Background: an optimization exercise with open tools, aiming at small area. Do not read the settings as production practice.
Function was checked by simulation only, so behaviour that the tests miss may differ from the original.
Power figures rest on the tool's default switching activity, not on a simulated workload.

==> flow/design.v (excerpt) <==
module reg_file #(
   parameter int                DATA_W  = 32,
   parameter int                ADDR_W  = 5,
   parameter int                BYPASS  = 1,
   parameter logic [DATA_W-1:0] SP_INIT = 32'h7FFF_EFFC,
   parameter logic [DATA_W-1:0] GP_INIT = 32'h1000_8000
) (
   input  logic              clk,
   input  logic              rst_n,
   input  logic [ADDR_W-1:0] rd_addr1,
   input  logic [ADDR_W-1:0] rd_addr2,
   output logic [DATA_W-1:0] rd_data1,
   output logic [DATA_W-1:0] rd_data2,
   input  logic              wr_en,
   input  logic [ADDR_W-1:0] wr_addr,
   input  logic [DATA_W-1:0] wr_data,
   input  logic [ADDR_W-1:0] dbg_addr,
   output logic [DATA_W-1:0] dbg_data
);
Size: about 1000 flip-flops, ~150 I/O pins, roughly 44000 sq um of cells after synthesis.
==> flow/config.mk <==
export PLATFORM = sky130hd
export DESIGN_NAME = reg_file
export DESIGN_NICKNAME = reg_file
export VERILOG_FILES = /design/flow/design.v
export SDC_FILE = /design/flow/constraint.sdc
export NUM_CORES = 4
export LEC_CHECK = 0
export CAP_MARGIN = 0
export CELL_PAD_IN_SITES_DETAIL_PLACEMENT = 1
export CORE_MARGIN = 2
export CORE_UTILIZATION = 40
export PLACE_DENSITY = 0.58
export SLEW_MARGIN = 0
export SYNTH_HIERARCHICAL = 1
export CTS_ARGS = -sink_clustering_enable -repair_clock_nets -dont_use_dummy_load -sink_clustering_size 16 -sink_clustering_max_diameter 70 -buf_list sky130_fd_sc_hd__clkbuf_8 -root_buf sky130_fd_sc_hd__clkbuf_16
export BUFFER_PORTS_ARGS = -buffer_cell sky130_fd_sc_hd__buf_1
==> flow/constraint.sdc <==
create_clock -name core_clock -period 10.0 [get_ports {clk}]
set_input_delay 2.0000 -clock core_clock [delete_from_list [all_inputs] [get_ports {clk}]]
set_output_delay 2.0000 -clock core_clock [all_outputs]
set_load 0.01 [all_outputs]
standard.sh (not shown) runs the stock make flow with config.mk's settings and CLKGATE_MAP_FILE= SYNTH_SCRIPT=/design/flow/synth_recipe.tcl, a recipe that flattens the netlist after the stock synthesis.
==> flow/flow/run.sh <==
#!/bin/bash
set -e
cat >> config.mk <<'EOC'
export CTS_ARGS = -sink_clustering_enable -repair_clock_nets -dont_use_dummy_load -sink_clustering_size 16 -sink_clustering_max_diameter 70 -buf_list sky130_fd_sc_hd__clkbuf_8 -root_buf sky130_fd_sc_hd__clkbuf_16
export BUFFER_PORTS_ARGS = -buffer_cell sky130_fd_sc_hd__buf_1
EOC
bash standard.sh > standard.log 2>&1
==> next run, changes <==
- CAP_MARGIN: 0 -> 5
- SLEW_MARGIN: 0 -> 5
Sequential power hardly moves.
Power stays the same.
Die area does not change.
Combinational power hardly moves.
Non-clock buffer count is unchanged.
Synthesized area is unchanged.
Global-route usage does not change.
Final area is unchanged.


run P:
reg_file again, from the RTL that the note above started with.
Design reg_file, start of the top module:
module reg_file #(
   parameter int                DATA_W  = 32,
   parameter int                ADDR_W  = 5,
   parameter int                BYPASS  = 1,
   parameter logic [DATA_W-1:0] SP_INIT = 32'h7FFF_EFFC,
   parameter logic [DATA_W-1:0] GP_INIT = 32'h1000_8000
) (
   input  logic              clk,
   input  logic              rst_n,
   input  logic [ADDR_W-1:0] rd_addr1,
   input  logic [ADDR_W-1:0] rd_addr2,
   output logic [DATA_W-1:0] rd_data1,
   output logic [DATA_W-1:0] rd_data2,
   input  logic              wr_en,
   input  logic [ADDR_W-1:0] wr_addr,
   input  logic [DATA_W-1:0] wr_data,
   input  logic [ADDR_W-1:0] dbg_addr,
   output logic [DATA_W-1:0] dbg_data
);
==> flow/config.mk <==
export PLATFORM = sky130hd
export DESIGN_NAME = reg_file
export DESIGN_NICKNAME = reg_file
export VERILOG_FILES = /design/flow/design.v
export SDC_FILE = /design/flow/constraint.sdc
export NUM_CORES = 4
export LEC_CHECK = 0
export CAP_MARGIN = 0
export CELL_PAD_IN_SITES_DETAIL_PLACEMENT = 1
export CORE_MARGIN = 2
export CORE_UTILIZATION = 30
export PLACE_DENSITY = 0.4
export SLEW_MARGIN = 0
export SYNTH_HIERARCHICAL = 1
export CTS_ARGS = -sink_clustering_enable -repair_clock_nets -dont_use_dummy_load -sink_clustering_size 16 -sink_clustering_max_diameter 70 -buf_list sky130_fd_sc_hd__clkbuf_8 -root_buf sky130_fd_sc_hd__clkbuf_16
export BUFFER_PORTS_ARGS = -buffer_cell sky130_fd_sc_hd__buf_1
==> flow/constraint.sdc <==
create_clock -name core_clock -period 10.0 [get_ports {clk}]
set_input_delay 2.0000 -clock core_clock [delete_from_list [all_inputs] [get_ports {clk}]]
set_output_delay 2.0000 -clock core_clock [all_outputs]
set_load 0.01 [all_outputs]
Scripts as last shown in full above: flow/flow/run.sh
Having completed the whole flow, run P delivered a layout that passed the timing, design-rule and antenna checks.
What run H does differently from run P at the input level:
-- flow/config.mk --
<<< run P, line 9
export CELL_PAD_IN_SITES_DETAIL_PLACEMENT = 1
export CORE_MARGIN = 2
export CORE_UTILIZATION = 30
export PLACE_DENSITY = 0.4
export SLEW_MARGIN = 0
export SYNTH_HIERARCHICAL = 1
>>> run H, line 9
export CELL_PAD_IN_SITES_DETAIL_PLACEMENT = 1
export CORE_MARGIN = 2
export CORE_UTILIZATION = 35
export PLACE_DENSITY = 0.5
export SLEW_MARGIN = 0
export SYNTH_HIERARCHICAL = 1
### Flow results
Run H ended with every stage complete and zero timing, DRC or antenna violations. In run H, power spent charging and discharging nets is lower than in run P. Run H against run P: portion of the clock cycle consumed by the worst path in the final layout shows an increase of 1.0 points, number of antenna violations at the first check in global routing shows a reduction of 6, via count shows a reduction of 581, met3 track utilization from global routing shows an increase of 4.0 points. | setup slack | run H vs run P | worse |.

[what the ideal ports hide]
The flow's constraints put no driver on any port. The routed layouts listed below were extracted and timed again, unchanged, in two steps. Step 1 sets driving cells, clkbuf_16 on the clock port and buf_2 on the other inputs (assumed; they add their load-dependent delay and slew). Step 2 adds t to the input delays and takes it off the output delays; t is the mean of the earliest and latest rising clock arrival at the registers after step 1. Input paths then give back, and output paths get back, about the clock's delay inside the block. a / b / c = no drivers / after step 1 / after step 2; a / b = the first two.
| run | shift t [ns] | setup WS [ns] | worst setup path after step 2 | clock arrival spread, ns | cell pins on the clock port's net |
|---|---|---|---|---|---|
| the first run of note 1 | 0.718 | 1.693 / 1.669 / 1.669 | input to output | 0.072 / 0.071 | 1 |
| the second run of note 1 | 0.718 | 1.693 / 1.669 / 1.669 | input to output | 0.072 / 0.071 | 1 |
| run P | 0.769 | 1.687 / 1.664 / 1.664 | input to output | 0.092 / 0.092 | 1 |
| run H | 0.755 | 1.583 / 1.561 / 1.561 | input to output | 0.074 / 0.074 | 1 |
After both steps setup and hold are still met in every run listed.
